From an optimization exercise on the open Yosys and OpenROAD flow, aimed at small area; shortcuts taken in it are not production practice. Where RTL was checked, it was by simulation tests only, not by an equivalence proof against the original.

==> run a <==
Design pss_detector, start of the top module:
module pss_detector (
    input  logic        clk_i,
    input  logic        reset_ni,
    input  logic [15:0] sample_i,           
    input  logic        sample_valid_i,
    input  logic [1:0]  mode_i,             
    input  logic [1:0]  requested_nid2_i,
    output logic [2:0]  result_o            
);
    logic         en_q;
    logic         accept_q;
    logic [15:0]  sample_q;
    logic [239:0] hist_q;
    logic [239:0] hist_d;
    logic [2:0]   prev_q;
    logic [1:0]   code0_q, code1_q, code2_q;
    logic         result_valid_q;
    logic [1:0]   result_nid2_q;
    logic         accept;
    logic         hold;
    logic [2:0]   ge;
    logic [1:0]   code;
    logic         hit;
    assign accept = sample_valid_i && en_q && reset_ni;
    assign hold   = reset_ni && !accept_q;
    always_ff @(posedge clk_i) begin
        sample_q <= sample_i ^ 16'h8080;
    end
    pss_sample_window i_sample_window (
        .hist_i   (hist_q),
        .sample_i (sample_q),
        .shift_i  (accept_q && reset_ni),
        .hold_i   (hold),
        .clear_i  (!reset_ni),
        .hist_o   (hist_d)
    );
    always_ff @(posedge clk_i) begin
        hist_q <= hist_d;
    end
    pss_correlator_lane i_corr (
        .window_i ({hist_q, sample_q}),
        .ge_o     (ge)
    );
    pss_nid2_decider i_nid2_decider (
        .peaks_i          (accept_q ? (ge & ~prev_q) : 3'b000),
        .code_i           (code2_q),
        .mode_i           (mode_i),
        .requested_nid2_i (requested_nid2_i),
        .code_o           (code),
        .hit_o            (hit)
    );
    always_ff @(posedge clk_i) begin
        if (!reset_ni) begin
            en_q           <= 1'b0;
            accept_q       <= 1'b0;
            prev_q         <= '0;
            code0_q        <= 2'd3;
            code1_q        <= 2'd3;
            code2_q        <= 2'd3;
            result_valid_q <= 1'b0;
            result_nid2_q  <= '0;
        end else begin
            en_q           <= !mode_i[1];
            accept_q       <= accept;
            if (accept_q) prev_q <= ge;
            code0_q        <= code;
            code1_q        <= code0_q;
            code2_q        <= code1_q;
            result_valid_q <= hit;
            if (hit) result_nid2_q <= code2_q;
        end
    end
  ...
==> module pss_sample_window, before the edit <==
module pss_sample_window (
    input  logic [239:0] hist_i,
    input  logic [15:0]  sample_i,           
    input  logic         shift_i,
    input  logic         hold_i,
    input  logic         clear_i,
    output logic [239:0] hist_o
);
    localparam logic [15:0]  MSB_ONE = 16'h8080;
    localparam logic [239:0] MSBS    = {15{MSB_ONE}};
    assign hist_o = ({240{shift_i}} & {hist_i[223:0], sample_i}) |
                    ({240{hold_i}}  & hist_i) |
                    ({240{clear_i}} & MSBS);
endmodule
==> module pss_detector, before the edit <==
module pss_detector (
    input  logic        clk_i,
    input  logic        reset_ni,
    input  logic [15:0] sample_i,           
    input  logic        sample_valid_i,
    input  logic [1:0]  mode_i,             
    input  logic [1:0]  requested_nid2_i,
    output logic [2:0]  result_o            
);
    logic         en_q;
    logic         accept_q;
    logic [15:0]  sample_q;
    logic [239:0] hist_q;
    logic [239:0] hist_d;
    logic [2:0]   prev_q;
    logic [1:0]   code0_q, code1_q, code2_q;
    logic         result_valid_q;
    logic [1:0]   result_nid2_q;
    logic         accept;
    logic         hold;
    logic [2:0]   ge;
    logic [1:0]   code;
    logic         hit;
    assign accept = sample_valid_i && en_q && reset_ni;
    assign hold   = reset_ni && !accept_q;
    always_ff @(posedge clk_i) begin
        sample_q <= sample_i ^ 16'h8080;
    end
    pss_sample_window i_sample_window (
        .hist_i   (hist_q),
        .sample_i (sample_q),
        .shift_i  (accept_q && reset_ni),
        .hold_i   (hold),
        .clear_i  (!reset_ni),
        .hist_o   (hist_d)
    );
    always_ff @(posedge clk_i) begin
        hist_q <= hist_d;
    end
    pss_correlator_lane i_corr (
        .window_i ({hist_q, sample_q}),
        .ge_o     (ge)
    );
    pss_nid2_decider i_nid2_decider (
        .peaks_i          (accept_q ? (ge & ~prev_q) : 3'b000),
        .code_i           (code2_q),
        .mode_i           (mode_i),
        .requested_nid2_i (requested_nid2_i),
        .code_o           (code),
        .hit_o            (hit)
    );
    always_ff @(posedge clk_i) begin
        if (!reset_ni) begin
            en_q           <= 1'b0;
            accept_q       <= 1'b0;
            prev_q         <= '0;
            code0_q        <= 2'd3;
            code1_q        <= 2'd3;
            code2_q        <= 2'd3;
            result_valid_q <= 1'b0;
            result_nid2_q  <= '0;
        end else begin
            en_q           <= !mode_i[1];
            accept_q       <= accept;
            if (accept_q) prev_q <= ge;
            code0_q        <= code;
            code1_q        <= code0_q;
            code2_q        <= code1_q;
            result_valid_q <= hit;
            if (hit) result_nid2_q <= code2_q;
        end
    end
    assign result_o = {result_valid_q, result_nid2_q};
endmodule
export LEC_CHECK = 0
export CAP_MARGIN = 5
export CORE_MARGIN = 2
export CORE_UTILIZATION = 75
export CTS_BUF_LIST = sky130_fd_sc_hd__clkbuf_4
export CTS_CLUSTER_DIAMETER = 50
export CTS_CLUSTER_SIZE = 10
export SLEW_MARGIN = 5
export SYNTH_HIERARCHICAL = 1
create_clock -name core_clock -period 11.0 [get_ports {clk_i}]
standard.sh (not shown) runs the stock make flow with config.mk's settings and CLKGATE_MAP_FILE= SYNTH_SCRIPT=/design/flow/synth_recipe.tcl, a recipe that flattens the netlist after the stock synthesis.
==> flow/flow/run.sh <==
#!/bin/bash
cp standard.sh standard_sh_copy.log
export BUFFER_PORTS_ARGS="-buffer_cell sky130_fd_sc_hd__buf_1"
bash standard.sh > standard_flow.log 2>&1
==> inputs of run b, as changes to run a <==
--- a/flow/design.v
+++ b/flow/design.v
@@ -2,4 +2,4 @@
 module pss_sample_window (
-    input  logic [239:0] hist_i,
-    input  logic [15:0]  sample_i,           
+    input  logic [255:0] hist_i,
+    input  logic [15:0]  sample_i,
     input  logic         shift_i,
@@ -7,9 +7,9 @@
     input  logic         clear_i,
-    output logic [239:0] hist_o
+    output logic [255:0] hist_o
 );
     localparam logic [15:0]  MSB_ONE = 16'h8080;
-    localparam logic [239:0] MSBS    = {15{MSB_ONE}};
-    assign hist_o = ({240{shift_i}} & {hist_i[223:0], sample_i}) |
-                    ({240{hold_i}}  & hist_i) |
-                    ({240{clear_i}} & MSBS);
+    localparam logic [255:0] MSBS    = {16{MSB_ONE}};
+    assign hist_o = ({256{shift_i}} & {hist_i[239:0], sample_i ^ MSB_ONE}) |
+                    ({256{hold_i}}  & hist_i) |
+                    ({256{clear_i}} & MSBS);
 endmodule
@@ -757,7 +757,7 @@
     logic         accept_q;
-    logic [15:0]  sample_q;
-    logic [239:0] hist_q;
-    logic [239:0] hist_d;
+    logic [255:0] window_q;
+    logic [255:0] window_d;
     logic [2:0]   prev_q;
-    logic [1:0]   code0_q, code1_q, code2_q;
+    logic [2:0]   peaks_q;
+    logic [1:0]   code1_q, code2_q;
     logic         result_valid_q;
@@ -770,19 +770,16 @@
     assign accept = sample_valid_i && en_q && reset_ni;
-    assign hold   = reset_ni && !accept_q;
-    always_ff @(posedge clk_i) begin
-        sample_q <= sample_i ^ 16'h8080;
-    end
+    assign hold   = reset_ni && !accept;
     pss_sample_window i_sample_window (
-        .hist_i   (hist_q),
-        .sample_i (sample_q),
-        .shift_i  (accept_q && reset_ni),
+        .hist_i   (window_q),
+        .sample_i (sample_i),
+        .shift_i  (accept),
         .hold_i   (hold),
         .clear_i  (!reset_ni),
-        .hist_o   (hist_d)
+        .hist_o   (window_d)
     );
     always_ff @(posedge clk_i) begin
-        hist_q <= hist_d;
+        window_q <= window_d;
     end
     pss_correlator_lane i_corr (
-        .window_i ({hist_q, sample_q}),
+        .window_i (window_q),
         .ge_o     (ge)
@@ -790,3 +787,3 @@
     pss_nid2_decider i_nid2_decider (
-        .peaks_i          (accept_q ? (ge & ~prev_q) : 3'b000),
+        .peaks_i          (peaks_q),
         .code_i           (code2_q),
@@ -802,3 +799,3 @@
             prev_q         <= '0;
-            code0_q        <= 2'd3;
+            peaks_q        <= '0;
             code1_q        <= 2'd3;
@@ -811,4 +808,4 @@
             if (accept_q) prev_q <= ge;
-            code0_q        <= code;
-            code1_q        <= code0_q;
+            peaks_q        <= accept_q ? (ge & ~prev_q) : 3'b000;
+            code1_q        <= code;
             code2_q        <= code1_q;
==> impl_metrics.yaml <==
layout:
  buffer_area_share_pct: 1.54
drt:
  wl_met3_um: 946
synthesis:
  synth_top_area_share_pct: 35.0
  ys_seq_elements: 270
outcome:
  outcome: "finished clean"
critical_path:
  reg2reg_from: "hist_q[153]$_DFF_P_"
timing:
  fin_skew_ns: 0.0258
  worst_slew_pin_slew_ns: 1.12
placed_design:
  place_area_um2: 16700
# the run above: run a

==> impl_metrics.yaml <==
outcome:
  outcome: "finished clean"
timing:
  worst_slew_pin_slew_ns: 1.07
  fin_skew_ns: 0.0269
drt:
  wl_met3_um: 962
synthesis:
  synth_top_area_share_pct: 35.1
# the run above: run b

Only the layout flow was run in run a; the RTL was not checked for function there.


==> inputs of v24 <==
pss_detector, a different RTL version from the one above (not shown whole).
clock: 11.0 ns
lec_check: 0
cap_margin: 5
core_margin: 2
core_utilization: 80
cts_buf_list: sky130_fd_sc_hd__clkbuf_4
cts_cluster_diameter: 50
cts_cluster_size: 10
slew_margin: 5
synth_hierarchical: 1
Scripts as last shown in full above: flow/flow/run.sh
==> inputs of v32, as changes to v24 <==
- CORE_UTILIZATION: 80 -> 75
==> notes.md <==
In count of clock-buffer cells in the layout, v32 and v24 do not differ. In synthesized cell count, v24 and v32 do not differ. Of v32 and v24, v32 has the higher die area (gap about 6.5%, measured against v24). v32 finished clean. v24 finished with timing, DRC and antenna clean. In cell count, v32 and v24 hardly differ. Between v32 and v24, the lower setup slack is in v32 (gap 0.033 ns). Against v24, the non-clock buffer count of v32 is lower by 7.
==> figures <==
item	v32	v24
Wire length of the first global-routing pass	51500 um	51700 um
Worst Skew	0.0299 ns	0.0241 ns
Fraction of final layout cells with drive strength greater than 1	5.40%	6.13%
Worst Path Required	11.65 ns	11.64 ns
Global-route track usage on met3	3.20%	3.47%
Buffers, non-clock	34	41
Fillers	1381	1097
Post-route cell area	17200 um2	17300 um2
Register-to-register setup slack	0.36 ns	0.40 ns
Post-layout worst setup margin	0.365 ns	0.397 ns
Latest clock arrival within the worst-skew pair	0.73 ns	0.72 ns
Sum of routed wire segments on met1	13400 um	13100 um
Termination of the worst setup path	prev_q[1]	peaks_q[1]
Total core area	21800 um2	20400 um2
Endpoint of the worst hold-timing path	code2_q[1]	peaks_q[2]
Status	finished clean	finished clean


==> inputs of try-willow <==
pss_detector, a different RTL version from the one above (not shown whole).
==> flow/design.v (excerpt) <==
module pss_detector (
    input  logic        clk_i,
    input  logic        reset_ni,
    input  logic [15:0] sample_i,           
    input  logic        sample_valid_i,
    input  logic [1:0]  mode_i,             
    input  logic [1:0]  requested_nid2_i,
    output logic [2:0]  result_o            
);
    logic         en_q;
    logic         accept_q;
    logic [255:0] window_q;
    logic [255:0] window_d;
    logic [2:0]   prev_q;
    logic [1:0]   code0_q, code1_q, code2_q;
    logic         result_valid_q;
    logic [1:0]   result_nid2_q;
    logic         accept;
    logic         hold;
    logic [2:0]   ge;
    logic [1:0]   code;
    logic         hit;
    assign accept = sample_valid_i && en_q && reset_ni;
    assign hold   = reset_ni && !accept;
    pss_sample_window i_sample_window (
        .hist_i   (window_q),
        .sample_i (sample_i),
        .shift_i  (accept),
        .hold_i   (hold),
        .clear_i  (!reset_ni),
        .hist_o   (window_d)
    );
    always_ff @(posedge clk_i) begin
        window_q <= window_d;
    end
    pss_correlator_lane i_corr (
        .window_i (window_q),
        .ge_o     (ge)
    );
    pss_nid2_decider i_nid2_decider (
        .ge_i             (ge),
        .prev_i           (prev_q),
        .code_i           (code2_q),
        .mode_i           (mode_i),
        .requested_nid2_i (requested_nid2_i),
        .code_o           (code),
        .hit_o            (hit)
    );
    always_ff @(posedge clk_i) begin
        if (!reset_ni) begin
            en_q           <= 1'b0;
            accept_q       <= 1'b0;
            prev_q         <= '0;
            code0_q        <= 2'd3;
            code1_q        <= 2'd3;
            code2_q        <= 2'd3;
            result_valid_q <= 1'b0;
            result_nid2_q  <= '0;
        end else begin
            en_q           <= !mode_i[1];
            accept_q       <= accept;
            if (accept_q) prev_q <= ge;
            code0_q        <= accept_q ? code : 2'd3;
            code1_q        <= code0_q;
            code2_q        <= code1_q;
  ...
Settings: LEC_CHECK=0, CAP_MARGIN=5, CORE_MARGIN=2, CORE_UTILIZATION=85, CTS_CLUSTER_DIAMETER=100, CTS_CLUSTER_SIZE=30, SLEW_MARGIN=5, SYNTH_HIERARCHICAL=1; clock period 11.0 ns.
run.sh (not shown) runs the stock make flow with config.mk's settings and CLKGATE_MAP_FILE= SYNTH_SCRIPT=/design/flow/synth_recipe.tcl, a recipe that flattens the netlist after the stock synthesis.
Stock flow here: none of the scripts above is used.
==> try-sierra: changes against try-willow <==
--- a/flow/design.v
+++ b/flow/design.v
@@ -86,19 +86,19 @@
     pss_fa u_s5 (.a(window_i[169]), .b(window_i[121]), .c(window_i[41]), .s(s5), .co(c6));
     pss_fa u_s7 (.a(window_i[201]), .b(window_i[153]), .c(~c2), .s(s7), .co(c8));
     pss_fa u_s9 (.a(~s5), .b(c4), .c(s7), .s(s9), .co(c10));
     pss_fa u_s11 (.a(window_i[170]), .b(window_i[122]), .c(window_i[42]), .s(s11), .co(c12));
     pss_fa u_s13 (.a(window_i[202]), .b(window_i[154]), .c(~c6), .s(s13), .co(c14));
     pss_fa u_s15 (.a(~s11), .b(c8), .c(s13), .s(s15), .co(c16));
     pss_xor2 u_s17 (.a(c10), .b(s15), .y(s17));
-    assign c18 = c10 | s15;
+    assign c18 = ~(c10 | s15);
     pss_fa u_s19 (.a(window_i[171]), .b(window_i[123]), .c(window_i[43]), .s(s19), .co(c20));
     pss_fa u_s21 (.a(window_i[203]), .b(window_i[155]), .c(~c12), .s(s21), .co(c22));
     pss_fa u_s23 (.a(~s19), .b(c14), .c(s21), .s(s23), .co(c24));
-    pss_fa u_s25 (.a(c16), .b(s23), .c(c18), .s(s25), .co(c26));
+    pss_fa u_s25 (.a(c16), .b(s23), .c(~c18), .s(s25), .co(c26));
     pss_fa u_s27 (.a(window_i[172]), .b(window_i[124]), .c(window_i[44]), .s(s27), .co(c28));
     pss_fa u_s29 (.a(window_i[204]), .b(window_i[156]), .c(~c20), .s(s29), .co(c30));
     pss_fa u_s31 (.a(~s27), .b(c22), .c(s29), .s(s31), .co(c32));
     pss_fa u_s33 (.a(c24), .b(s31), .c(c26), .s(s33), .co(c34));
     pss_fa u_s35 (.a(window_i[173]), .b(window_i[125]), .c(window_i[45]), .s(s35), .co(c36));
     pss_fa u_s37 (.a(window_i[205]), .b(window_i[157]), .c(~c28), .s(s37), .co(c38));
     pss_fa u_s39 (.a(~s35), .b(c30), .c(s37), .s(s39), .co(c40));
@@ -109,17 +109,16 @@
     pss_fa u_s49 (.a(c40), .b(s47), .c(c42), .s(s49), .co(c50));
     pss_fa u_s51 (.a(window_i[175]), .b(window_i[127]), .c(window_i[47]), .s(s51), .co(c52));
     pss_fa u_s53 (.a(window_i[207]), .b(window_i[159]), .c(~c44), .s(s53), .co(c54));
     pss_fa u_s55 (.a(~s51), .b(c46), .c(s53), .s(s55), .co(c56));
     pss_fa u_s57 (.a(c48), .b(s55), .c(c50), .s(s57), .co(c58));
     pss_fa u_s59 (.a(~c52), .b(c54), .c(c56), .s(s59), .co(c60));
     pss_xor2 u_s61 (.a(c58), .b(s59), .y(s61));
-    assign c62 = c58 | s59;
-    pss_xor2 u_s63 (.a(c60), .b(c62), .y(s63));
-    assign c64 = c60 | c62;
+    assign c62 = ~(c58 | s59);
+    pss_ha u_s63 (.a(~c60), .b(c62), .s(s63), .co(c64));
     pss_fa u_s65 (.a(window_i[232]), .b(window_i[72]), .c(window_i[56]), .s(s65), .co(c66));
     pss_ha u_s67 (.a(~window_i[24]), .b(s65), .s(s67), .co(c68));
     pss_fa u_s69 (.a(window_i[233]), .b(window_i[73]), .c(window_i[57]), .s(s69), .co(c70));
     pss_fa u_s71 (.a(~window_i[25]), .b(c66), .c(s69), .s(s71), .co(c72));
     pss_ha u_s73 (.a(c68), .b(s71), .s(s73), .co(c74));
     pss_fa u_s75 (.a(window_i[234]), .b(window_i[74]), .c(window_i[58]), .s(s75), .co(c76));
     pss_fa u_s77 (.a(~window_i[26]), .b(c70), .c(s75), .s(s77), .co(c78));
@@ -153,15 +152,15 @@
     pss_fa u_s133 (.a(c128), .b(c130), .c(s131), .s(s133), .co(c134));
     pss_fa u_s135 (.a(window_i[254]), .b(window_i[110]), .c(s49), .s(s135), .co(c136));
     pss_fa u_s137 (.a(c132), .b(c134), .c(s135), .s(s137), .co(c138));
     pss_fa u_s139 (.a(window_i[255]), .b(window_i[111]), .c(s57), .s(s139), .co(c140));
     pss_fa u_s141 (.a(c136), .b(c138), .c(s139), .s(s141), .co(c142));
     pss_fa u_s143 (.a(~s61), .b(c140), .c(c142), .s(s143), .co(c144));
     pss_ha u_s145 (.a(~s63), .b(c144), .s(s145), .co(c146));
-    pss_ha u_s147 (.a(c64), .b(c146), .s(s147), .co(c148));
+    pss_ha u_s147 (.a(~c64), .b(c146), .s(s147), .co(c148));
     pss_fa u_s149 (.a(window_i[184]), .b(window_i[88]), .c(window_i[8]), .s(s149), .co(c150));
     pss_fa u_s151 (.a(window_i[216]), .b(window_i[136]), .c(~s149), .s(s151), .co(c152));
     pss_ha u_s153 (.a(s67), .b(s151), .s(s153), .co(c154));
     pss_fa u_s155 (.a(window_i[185]), .b(window_i[89]), .c(window_i[9]), .s(s155), .co(c156));
     pss_fa u_s157 (.a(window_i[217]), .b(window_i[137]), .c(~c150), .s(s157), .co(c158));
     pss_fa u_s159 (.a(~s155), .b(c152), .c(s157), .s(s159), .co(c160));
     pss_fa u_s161 (.a(s73), .b(c154), .c(s159), .s(s161), .co(c162));
@@ -207,15 +206,15 @@
     pss_fa u_s241 (.a(s25), .b(s85), .c(c240), .s(s241), .co(c242));
     pss_fa u_s243 (.a(s33), .b(s91), .c(c242), .s(s243), .co(c244));
     pss_fa u_s245 (.a(s41), .b(s97), .c(c244), .s(s245), .co(c246));
     pss_fa u_s247 (.a(s49), .b(s103), .c(c246), .s(s247), .co(c248));
     pss_fa u_s249 (.a(s57), .b(s109), .c(c248), .s(s249), .co(c250));
     pss_fa u_s251 (.a(~s61), .b(s111), .c(c250), .s(s251), .co(c252));
     pss_fa u_s253 (.a(c112), .b(~s63), .c(c252), .s(s253), .co(c254));
-    assign s255 = c64 ^ c254;
+    assign s255 = ~c64 ^ c254;
     pss_xor2 u_s257 (.a(s113), .b(s153), .y(s257));
     assign c258 = s113 | s153;
     pss_fa u_s259 (.a(c258), .b(s161), .c(s117), .s(s259), .co(c260));
     pss_fa u_s261 (.a(s171), .b(s121), .c(c260), .s(s261), .co(c262));
     pss_ha u_s263 (.a(s259), .b(s261), .s(s263), .co(c264));
     pss_fa u_s265 (.a(s125), .b(s181), .c(c262), .s(s265), .co(c266));
     pss_ha u_s267 (.a(c264), .b(s265), .s(s267), .co(c268));
@@ -286,19 +285,19 @@
     pss_fa u_s375 (.a(window_i[161]), .b(window_i[113]), .c(window_i[33]), .s(s375), .co(c376));
     pss_fa u_s377 (.a(window_i[193]), .b(window_i[145]), .c(~c372), .s(s377), .co(c378));
     pss_fa u_s379 (.a(~s375), .b(c374), .c(s377), .s(s379), .co(c380));
     pss_fa u_s381 (.a(window_i[162]), .b(window_i[114]), .c(window_i[34]), .s(s381), .co(c382));
     pss_fa u_s383 (.a(window_i[194]), .b(window_i[146]), .c(~c376), .s(s383), .co(c384));
     pss_fa u_s385 (.a(~s381), .b(c378), .c(s383), .s(s385), .co(c386));
     pss_xor2 u_s387 (.a(c380), .b(s385), .y(s387));
-    assign c388 = c380 | s385;
+    assign c388 = ~(c380 | s385);
     pss_fa u_s389 (.a(window_i[163]), .b(window_i[115]), .c(window_i[35]), .s(s389), .co(c390));
     pss_fa u_s391 (.a(window_i[195]), .b(window_i[147]), .c(~c382), .s(s391), .co(c392));
     pss_fa u_s393 (.a(~s389), .b(c384), .c(s391), .s(s393), .co(c394));
-    pss_fa u_s395 (.a(c386), .b(s393), .c(c388), .s(s395), .co(c396));
+    pss_fa u_s395 (.a(c386), .b(s393), .c(~c388), .s(s395), .co(c396));
     pss_fa u_s397 (.a(window_i[164]), .b(window_i[116]), .c(window_i[36]), .s(s397), .co(c398));
     pss_fa u_s399 (.a(window_i[196]), .b(window_i[148]), .c(~c390), .s(s399), .co(c400));
     pss_fa u_s401 (.a(~s397), .b(c392), .c(s399), .s(s401), .co(c402));
     pss_fa u_s403 (.a(c394), .b(s401), .c(c396), .s(s403), .co(c404));
     pss_fa u_s405 (.a(window_i[165]), .b(window_i[117]), .c(window_i[37]), .s(s405), .co(c406));
     pss_fa u_s407 (.a(window_i[197]), .b(window_i[149]), .c(~c398), .s(s407), .co(c408));
     pss_fa u_s409 (.a(~s405), .b(c400), .c(s407), .s(s409), .co(c410));
@@ -309,17 +308,16 @@
     pss_fa u_s419 (.a(c410), .b(s417), .c(c412), .s(s419), .co(c420));
     pss_fa u_s421 (.a(window_i[167]), .b(window_i[119]), .c(window_i[39]), .s(s421), .co(c422));
     pss_fa u_s423 (.a(window_i[199]), .b(window_i[151]), .c(~c414), .s(s423), .co(c424));
     pss_fa u_s425 (.a(~s421), .b(c416), .c(s423), .s(s425), .co(c426));
     pss_fa u_s427 (.a(c418), .b(s425), .c(c420), .s(s427), .co(c428));
     pss_fa u_s429 (.a(~c422), .b(c424), .c(c426), .s(s429), .co(c430));
     pss_xor2 u_s431 (.a(c428), .b(s429), .y(s431));
-    assign c432 = c428 | s429;
-    pss_xor2 u_s433 (.a(c430), .b(c432), .y(s433));
-    assign c434 = c430 | c432;
+    assign c432 = ~(c428 | s429);
+    pss_ha u_s433 (.a(~c430), .b(c432), .s(s433), .co(c434));
     pss_fa u_s435 (.a(window_i[224]), .b(window_i[64]), .c(window_i[48]), .s(s435), .co(c436));
     pss_ha u_s437 (.a(~window_i[16]), .b(s435), .s(s437), .co(c438));
     pss_fa u_s439 (.a(window_i[225]), .b(window_i[65]), .c(window_i[49]), .s(s439), .co(c440));
     pss_fa u_s441 (.a(~window_i[17]), .b(c436), .c(s439), .s(s441), .co(c442));
     pss_ha u_s443 (.a(c438), .b(s441), .s(s443), .co(c444));
     pss_fa u_s445 (.a(window_i[226]), .b(window_i[66]), .c(window_i[50]), .s(s445), .co(c446));
     pss_fa u_s447 (.a(~window_i[18]), .b(c440), .c(s445), .s(s447), .co(c448));
@@ -353,15 +351,15 @@
     pss_fa u_s503 (.a(c498), .b(c500), .c(s501), .s(s503), .co(c504));
     pss_fa u_s505 (.a(window_i[246]), .b(window_i[102]), .c(s419), .s(s505), .co(c506));
     pss_fa u_s507 (.a(c502), .b(c504), .c(s505), .s(s507), .co(c508));
     pss_fa u_s509 (.a(window_i[247]), .b(window_i[103]), .c(s427), .s(s509), .co(c510));
     pss_fa u_s511 (.a(c506), .b(c508), .c(s509), .s(s511), .co(c512));
     pss_fa u_s513 (.a(~s431), .b(c510), .c(c512), .s(s513), .co(c514));
     pss_ha u_s515 (.a(~s433), .b(c514), .s(s515), .co(c516));
-    pss_ha u_s517 (.a(c434), .b(c516), .s(s517), .co(c518));
+    pss_ha u_s517 (.a(~c434), .b(c516), .s(s517), .co(c518));
     pss_fa u_s519 (.a(window_i[176]), .b(window_i[80]), .c(window_i[0]), .s(s519), .co(c520));
     pss_fa u_s521 (.a(window_i[208]), .b(window_i[128]), .c(~s519), .s(s521), .co(c522));
     pss_ha u_s523 (.a(s437), .b(s521), .s(s523), .co(c524));
     pss_fa u_s525 (.a(window_i[177]), .b(window_i[81]), .c(window_i[1]), .s(s525), .co(c526));
     pss_fa u_s527 (.a(window_i[209]), .b(window_i[129]), .c(~c520), .s(s527), .co(c528));
     pss_fa u_s529 (.a(~s525), .b(c522), .c(s527), .s(s529), .co(c530));
     pss_fa u_s531 (.a(s443), .b(c524), .c(s529), .s(s531), .co(c532));
@@ -407,15 +405,15 @@
     pss_fa u_s611 (.a(s395), .b(s455), .c(c610), .s(s611), .co(c612));
     pss_fa u_s613 (.a(s403), .b(s461), .c(c612), .s(s613), .co(c614));
     pss_fa u_s615 (.a(s411), .b(s467), .c(c614), .s(s615), .co(c616));
     pss_fa u_s617 (.a(s419), .b(s473), .c(c616), .s(s617), .co(c618));
     pss_fa u_s619 (.a(s427), .b(s479), .c(c618), .s(s619), .co(c620));
     pss_fa u_s621 (.a(~s431), .b(s481), .c(c620), .s(s621), .co(c622));
     pss_fa u_s623 (.a(c482), .b(~s433), .c(c622), .s(s623), .co(c624));
-    assign s625 = c434 ^ c624;
+    assign s625 = ~c434 ^ c624;
     pss_xor2 u_s627 (.a(s483), .b(s523), .y(s627));
     assign c628 = s483 | s523;
     pss_fa u_s629 (.a(c628), .b(s531), .c(s487), .s(s629), .co(c630));
     pss_fa u_s631 (.a(s541), .b(s491), .c(c630), .s(s631), .co(c632));
     pss_ha u_s633 (.a(s629), .b(s631), .s(s633), .co(c634));
     pss_fa u_s635 (.a(s495), .b(s551), .c(c632), .s(s635), .co(c636));
     pss_ha u_s637 (.a(c634), .b(s635), .s(s637), .co(c638));
@@ -501,28 +499,28 @@
     pss_xor2 u_x758 (.a(s649), .b(s669), .y(x758));
     pss_xor2 u_x759 (.a(s653), .b(s669), .y(x759));
     pss_xor2 u_x760 (.a(s657), .b(s669), .y(x760));
     pss_xor2 u_x761 (.a(s661), .b(s669), .y(x761));
     pss_xor2 u_x762 (.a(s665), .b(s669), .y(x762));
     pss_fa u_s763 (.a(s299), .b(s669), .c(~x741), .s(s763), .co(c764));
     pss_xor2 u_s765 (.a(x742), .b(x753), .y(s765));
-    assign c766 = x742 | x753;
+    assign c766 = ~(x742 | x753);
     pss_ha u_s767 (.a(x743), .b(x754), .s(s767), .co(c768));
     pss_ha u_s769 (.a(x744), .b(x755), .s(s769), .co(c770));
     pss_xor2 u_s771 (.a(x745), .b(x756), .y(s771));
     assign c772 = x745 | x756;
     pss_ha u_s773 (.a(x746), .b(x757), .s(s773), .co(c774));
     pss_xor2 u_s775 (.a(x747), .b(x758), .y(s775));
     assign c776 = x747 | x758;
     pss_ha u_s777 (.a(x748), .b(x759), .s(s777), .co(c778));
     pss_ha u_s779 (.a(x749), .b(x760), .s(s779), .co(c780));
     pss_xor2 u_s781 (.a(x750), .b(x761), .y(s781));
     assign c782 = x750 | x761;
     pss_xor2 u_s783 (.a(x751), .b(x762), .y(s783));
-    assign c784 = x751 | x762;
+    assign c784 = ~(x751 | x762);
     pss_xor2 u_x830 (.a(s257), .b(s369), .y(x830));
     pss_xor2 u_x831 (.a(s343), .b(s369), .y(x831));
     pss_xor2 u_x832 (.a(s345), .b(s369), .y(x832));
     pss_xor2 u_x833 (.a(s347), .b(s369), .y(x833));
     pss_xor2 u_x834 (.a(s349), .b(s369), .y(x834));
     pss_xor2 u_x835 (.a(s351), .b(s369), .y(x835));
     pss_xor2 u_x836 (.a(s353), .b(s369), .y(x836));
@@ -539,30 +537,30 @@
     pss_xor2 u_x847 (.a(s723), .b(s739), .y(x847));
     pss_xor2 u_x848 (.a(s725), .b(s739), .y(x848));
     pss_xor2 u_x849 (.a(s727), .b(s739), .y(x849));
     pss_xor2 u_x850 (.a(s731), .b(s739), .y(x850));
     pss_xor2 u_x851 (.a(s735), .b(s739), .y(x851));
     pss_fa u_s852 (.a(s369), .b(s739), .c(~x830), .s(s852), .co(c853));
     pss_xor2 u_s854 (.a(x831), .b(x842), .y(s854));
-    assign c855 = x831 | x842;
+    assign c855 = ~(x831 | x842);
     pss_xor2 u_s856 (.a(x832), .b(x843), .y(s856));
-    assign c857 = x832 | x843;
+    assign c857 = ~(x832 | x843);
     pss_xor2 u_s858 (.a(x833), .b(x844), .y(s858));
-    assign c859 = x833 | x844;
+    assign c859 = ~(x833 | x844);
     pss_ha u_s860 (.a(x834), .b(x845), .s(s860), .co(c861));
     pss_xor2 u_s862 (.a(x835), .b(x846), .y(s862));
-    assign c863 = x835 | x846;
+    assign c863 = ~(x835 | x846);
     pss_ha u_s864 (.a(x836), .b(x847), .s(s864), .co(c865));
     pss_xor2 u_s866 (.a(x837), .b(x848), .y(s866));
-    assign c867 = x837 | x848;
+    assign c867 = ~(x837 | x848);
     pss_xor2 u_s868 (.a(x838), .b(x849), .y(s868));
     assign c869 = x838 | x849;
     pss_ha u_s870 (.a(x839), .b(x850), .s(s870), .co(c871));
     pss_xor2 u_s872 (.a(x840), .b(x851), .y(s872));
-    assign c873 = x840 | x851;
+    assign c873 = ~(x840 | x851);
     pss_xor2 u_x919 (.a(s301), .b(s341), .y(x919));
     pss_xor2 u_x920 (.a(s303), .b(s341), .y(x920));
     pss_xor2 u_x921 (.a(s305), .b(s341), .y(x921));
     pss_xor2 u_x922 (.a(s309), .b(s341), .y(x922));
     pss_xor2 u_x923 (.a(s313), .b(s341), .y(x923));
     pss_xor2 u_x924 (.a(s317), .b(s341), .y(x924));
     pss_xor2 u_x925 (.a(s321), .b(s341), .y(x925));
@@ -579,15 +577,15 @@
     pss_xor2 u_x936 (.a(s691), .b(s711), .y(x936));
     pss_xor2 u_x937 (.a(s695), .b(s711), .y(x937));
     pss_xor2 u_x938 (.a(s699), .b(s711), .y(x938));
     pss_xor2 u_x939 (.a(s703), .b(s711), .y(x939));
     pss_xor2 u_x940 (.a(s707), .b(s711), .y(x940));
     pss_fa u_s941 (.a(s341), .b(s711), .c(x919), .s(s941), .co(c942));
     pss_xor2 u_s943 (.a(x920), .b(x931), .y(s943));
-    assign c944 = x920 | x931;
+    assign c944 = ~(x920 | x931);
     pss_ha u_s945 (.a(x921), .b(x932), .s(s945), .co(c946));
     pss_ha u_s947 (.a(x922), .b(x933), .s(s947), .co(c948));
     pss_xor2 u_s949 (.a(x923), .b(x934), .y(s949));
     assign c950 = x923 | x934;
     pss_ha u_s951 (.a(x924), .b(x935), .s(s951), .co(c952));
     pss_xor2 u_s953 (.a(x925), .b(x936), .y(s953));
     assign c954 = x925 | x936;
@@ -596,16 +594,16 @@
     assign c958 = x927 | x938;
     pss_ha u_s959 (.a(x928), .b(x939), .s(s959), .co(c960));
     pss_ha u_s961 (.a(x929), .b(x940), .s(s961), .co(c962));
     assign g785 = ~x752 & s763;
     assign p786 = ~x752 | s763;
     assign g787 = c764 & s765;
     assign p788 = c764 | s765;
-    assign g789 = ~c766 & s767;
-    assign p790 = ~c766 | s767;
+    assign g789 = c766 & s767;
+    assign p790 = c766 | s767;
     assign g791 = c768 & s769;
     assign p792 = c768 | s769;
     assign g793 = c770 & ~s771;
     assign p794 = c770 | ~s771;
     assign g795 = c772 & s773;
     assign p796 = c772 | s773;
     assign g797 = c774 & ~s775;
@@ -632,37 +630,37 @@
     assign bg818 = g799 | (p800 & bg816);
     assign bp819 = p800 & bp817;
     assign cc820 = bg818 | (bp819 & cc813);
     assign bg821 = g803 | (p804 & g801);
     assign bp822 = p804 & p802;
     assign bg823 = g805 | (p806 & bg821);
     assign bp824 = p806 & bp822;
-    assign bg825 = ~c784 | (1'b1 & bg823);
+    assign bg825 = c784 | (1'b1 & bg823);
     assign bp826 = 1'b1 & bp824;
     assign cc827 = bg825 | (bp826 & cc820);
     assign cc828 = 1'b0 | (1'b1 & cc827);
     assign ge829 = cc828;
     assign g874 = ~x841 & s852;
     assign p875 = ~x841 | s852;
     assign g876 = c853 & s854;
     assign p877 = c853 | s854;
-    assign g878 = ~c855 & s856;
-    assign p879 = ~c855 | s856;
-    assign g880 = ~c857 & s858;
-    assign p881 = ~c857 | s858;
-    assign g882 = ~c859 & ~s860;
-    assign p883 = ~c859 | ~s860;
+    assign g878 = c855 & s856;
+    assign p879 = c855 | s856;
+    assign g880 = c857 & s858;
+    assign p881 = c857 | s858;
+    assign g882 = c859 & ~s860;
+    assign p883 = c859 | ~s860;
     assign g884 = ~c861 & s862;
     assign p885 = ~c861 | s862;
-    assign g886 = ~c863 & ~s864;
-    assign p887 = ~c863 | ~s864;
+    assign g886 = c863 & ~s864;
+    assign p887 = c863 | ~s864;
     assign g888 = ~c865 & s866;
     assign p889 = ~c865 | s866;
-    assign g890 = ~c867 & ~s868;
-    assign p891 = ~c867 | ~s868;
+    assign g890 = c867 & ~s868;
+    assign p891 = c867 | ~s868;
     assign g892 = c869 & ~s870;
     assign p893 = c869 | ~s870;
     assign g894 = ~c871 & s872;
     assign p895 = ~c871 | s872;
     assign bg896 = g876 | (p877 & g874);
     assign bp897 = p877 & p875;
     assign bg898 = g878 | (p879 & bg896);
@@ -677,25 +675,25 @@
     assign bg907 = g888 | (p889 & bg905);
     assign bp908 = p889 & bp906;
     assign cc909 = bg907 | (bp908 & cc902);
     assign bg910 = g892 | (p893 & g890);
     assign bp911 = p893 & p891;
     assign bg912 = g894 | (p895 & bg910);
     assign bp913 = p895 & bp911;
-    assign bg914 = ~c873 | (1'b1 & bg912);
+    assign bg914 = c873 | (1'b1 & bg912);
     assign bp915 = 1'b1 & bp913;
     assign cc916 = bg914 | (bp915 & cc909);
     assign cc917 = 1'b0 | (1'b1 & cc916);
     assign ge918 = cc917;
     assign g963 = ~x930 & ~s941;
     assign p964 = ~x930 | ~s941;
     assign g965 = ~c942 & s943;
     assign p966 = ~c942 | s943;
-    assign g967 = ~c944 & s945;
-    assign p968 = ~c944 | s945;
+    assign g967 = c944 & s945;
+    assign p968 = c944 | s945;
     assign g969 = c946 & s947;
     assign p970 = c946 | s947;
     assign g971 = c948 & ~s949;
     assign p972 = c948 | ~s949;
     assign g973 = c950 & s951;
     assign p974 = c950 | s951;
     assign g975 = c952 & ~s953;
@@ -764,26 +762,23 @@
     output logic co
 );
     assign s  = a ^ b;
     assign co = a & b;
 endmodule
 `timescale 1ns/1ps
 module pss_nid2_decider (
-    input  logic [2:0] ge_i,                
-    input  logic [2:0] prev_i,              
+    input  logic [2:0] peaks_i,             
     input  logic [1:0] code_i,              
     input  logic [1:0] mode_i,
     input  logic [1:0] requested_nid2_i,
     output logic [1:0] code_o,              
     output logic       hit_o                
 );
-    logic [2:0] peaks;
-    assign peaks = ge_i & ~prev_i;
     always_comb begin
-        case (peaks)
+        case (peaks_i)
             3'b001:  code_o = 2'd0;
             3'b010:  code_o = 2'd1;
             3'b100:  code_o = 2'd2;
             default: code_o = 2'd3;
         endcase
     end
     always_comb begin
@@ -805,15 +800,16 @@
     output logic [2:0]  result_o            
 );
     logic         en_q;
     logic         accept_q;
     logic [255:0] window_q;
     logic [255:0] window_d;
     logic [2:0]   prev_q;
-    logic [1:0]   code0_q, code1_q, code2_q;
+    logic [2:0]   peaks_q;
+    logic [1:0]   code1_q, code2_q;
     logic         result_valid_q;
     logic [1:0]   result_nid2_q;
     logic         accept;
     logic         hold;
     logic [2:0]   ge;
     logic [1:0]   code;
     logic         hit;
@@ -831,38 +827,37 @@
         window_q <= window_d;
     end
     pss_correlator_lane i_corr (
         .window_i (window_q),
         .ge_o     (ge)
     );
     pss_nid2_decider i_nid2_decider (
-        .ge_i             (ge),
-        .prev_i           (prev_q),
+        .peaks_i          (peaks_q),
         .code_i           (code2_q),
         .mode_i           (mode_i),
         .requested_nid2_i (requested_nid2_i),
         .code_o           (code),
         .hit_o            (hit)
     );
     always_ff @(posedge clk_i) begin
         if (!reset_ni) begin
             en_q           <= 1'b0;
             accept_q       <= 1'b0;
             prev_q         <= '0;
-            code0_q        <= 2'd3;
+            peaks_q        <= '0;
             code1_q        <= 2'd3;
             code2_q        <= 2'd3;
             result_valid_q <= 1'b0;
             result_nid2_q  <= '0;
         end else begin
             en_q           <= !mode_i[1];
             accept_q       <= accept;
             if (accept_q) prev_q <= ge;
-            code0_q        <= accept_q ? code : 2'd3;
-            code1_q        <= code0_q;
+            peaks_q        <= accept_q ? (ge & ~prev_q) : 3'b000;
+            code1_q        <= code;
             code2_q        <= code1_q;
             result_valid_q <= hit;
             if (hit) result_nid2_q <= code2_q;
         end
     end
     assign result_o = {result_valid_q, result_nid2_q};
 endmodule
==> flow/flow/run.sh (new file) <==
#!/bin/bash
cp standard.sh standard_sh_copy.log
export BUFFER_PORTS_ARGS="-buffer_cell sky130_fd_sc_hd__buf_1"
bash standard.sh > standard_flow.log 2>&1
==> flow/standard.sh (new file) <==
#!/bin/bash
# synth_recipe.tcl (not shown) runs the flow's synth.tcl, then flattens the netlist and writes it again
# the make line also repeats each setting of config.mk as NAME=value (left out here)
make -C /OpenROAD-flow-scripts/flow DESIGN_CONFIG=/design/flow/config.mk WORK_HOME=/design/flow/orfs CLKGATE_MAP_FILE= SYNTH_SCRIPT=/design/flow/synth_recipe.tcl "${@:-finish}"
Settings changed: CORE_UTILIZATION 85 to 75.
removed: flow/run.sh
==> notes <==
try-sierra finished with timing, DRC and antenna clean. try-willow ended with an error in global routing (5_1_grt) with GRT-0232.
Synthesized cell count is the same in try-willow and try-sierra.
In synthesized area, try-willow and try-sierra hardly differ.
==> figures <==
                                                                              try-sierra                 try-willow
Die X                                                                             155 um                     146 um
Dpl ws                                                                         0.0443 ns                  -0.397 ns
Post-synthesis net count                                                           1,711                      1,709
Number of CTS-inserted buffers                                                        13                         12
Area fraction in compound gates after synthesis                                    15.3%                      15.3%
Mean instance size in the synthesized netlist                                   12.8 um2                   12.8 um2
TritonCTS sink count                                                                 271                        270
Resized Gates After CTS                                                                0                         53
Yosys reg bits                                                                       271                        270
Result of the run                                                complete, no violations  aborted with a tool error
Failing step                                                                           -   global routing (5_1_grt)
Post-synthesis simple-gate area fraction                                           2.56%                      2.55%
Proportion of netlist area held by the largest area contributor                    34.3%                      34.3%
Number of placed instances with taps included                                      1,594                      1,573
Post-synthesis mux area share                                                     0.293%                     0.293%
Synth Area in Adders                                                               38.8%                      38.7%
Starting density of the core                                                       76.0%                      87.2%
Xor-xnor portion of the synthesized cell area                                      6.20%                      6.31%

## static timing again, ports no longer ideal
Ports are ideal in the flow. The routed layouts listed here were re-timed in OpenROAD.
Step 1, drivers: a clkbuf_16 drives clk_i and a buf_2 each remaining input, both assumed.
Step 2 times the ports against the registers' clock, not the clock port: input delays grow and output delays shrink by t, the midpoint of the rising clock arrivals with the driver on.
Three values: no drivers, after step 1, after step 2; two values: the first two.
run	t, ns	setup WS [ns]	worst data-port slew with drivers (ns)
run a	0.663	0.320 / 0.320 / 0.320	0.05
run b	0.671	0.426 / 0.426 / 0.426	0.04
v24	0.754	0.397 / 0.397 / 0.397	0.04
v32	0.761	0.365 / 0.365 / 0.365	0.04
try-sierra	0.540	0.394 / 0.394 / 0.394	0.04
After both steps every run listed still meets setup and hold.
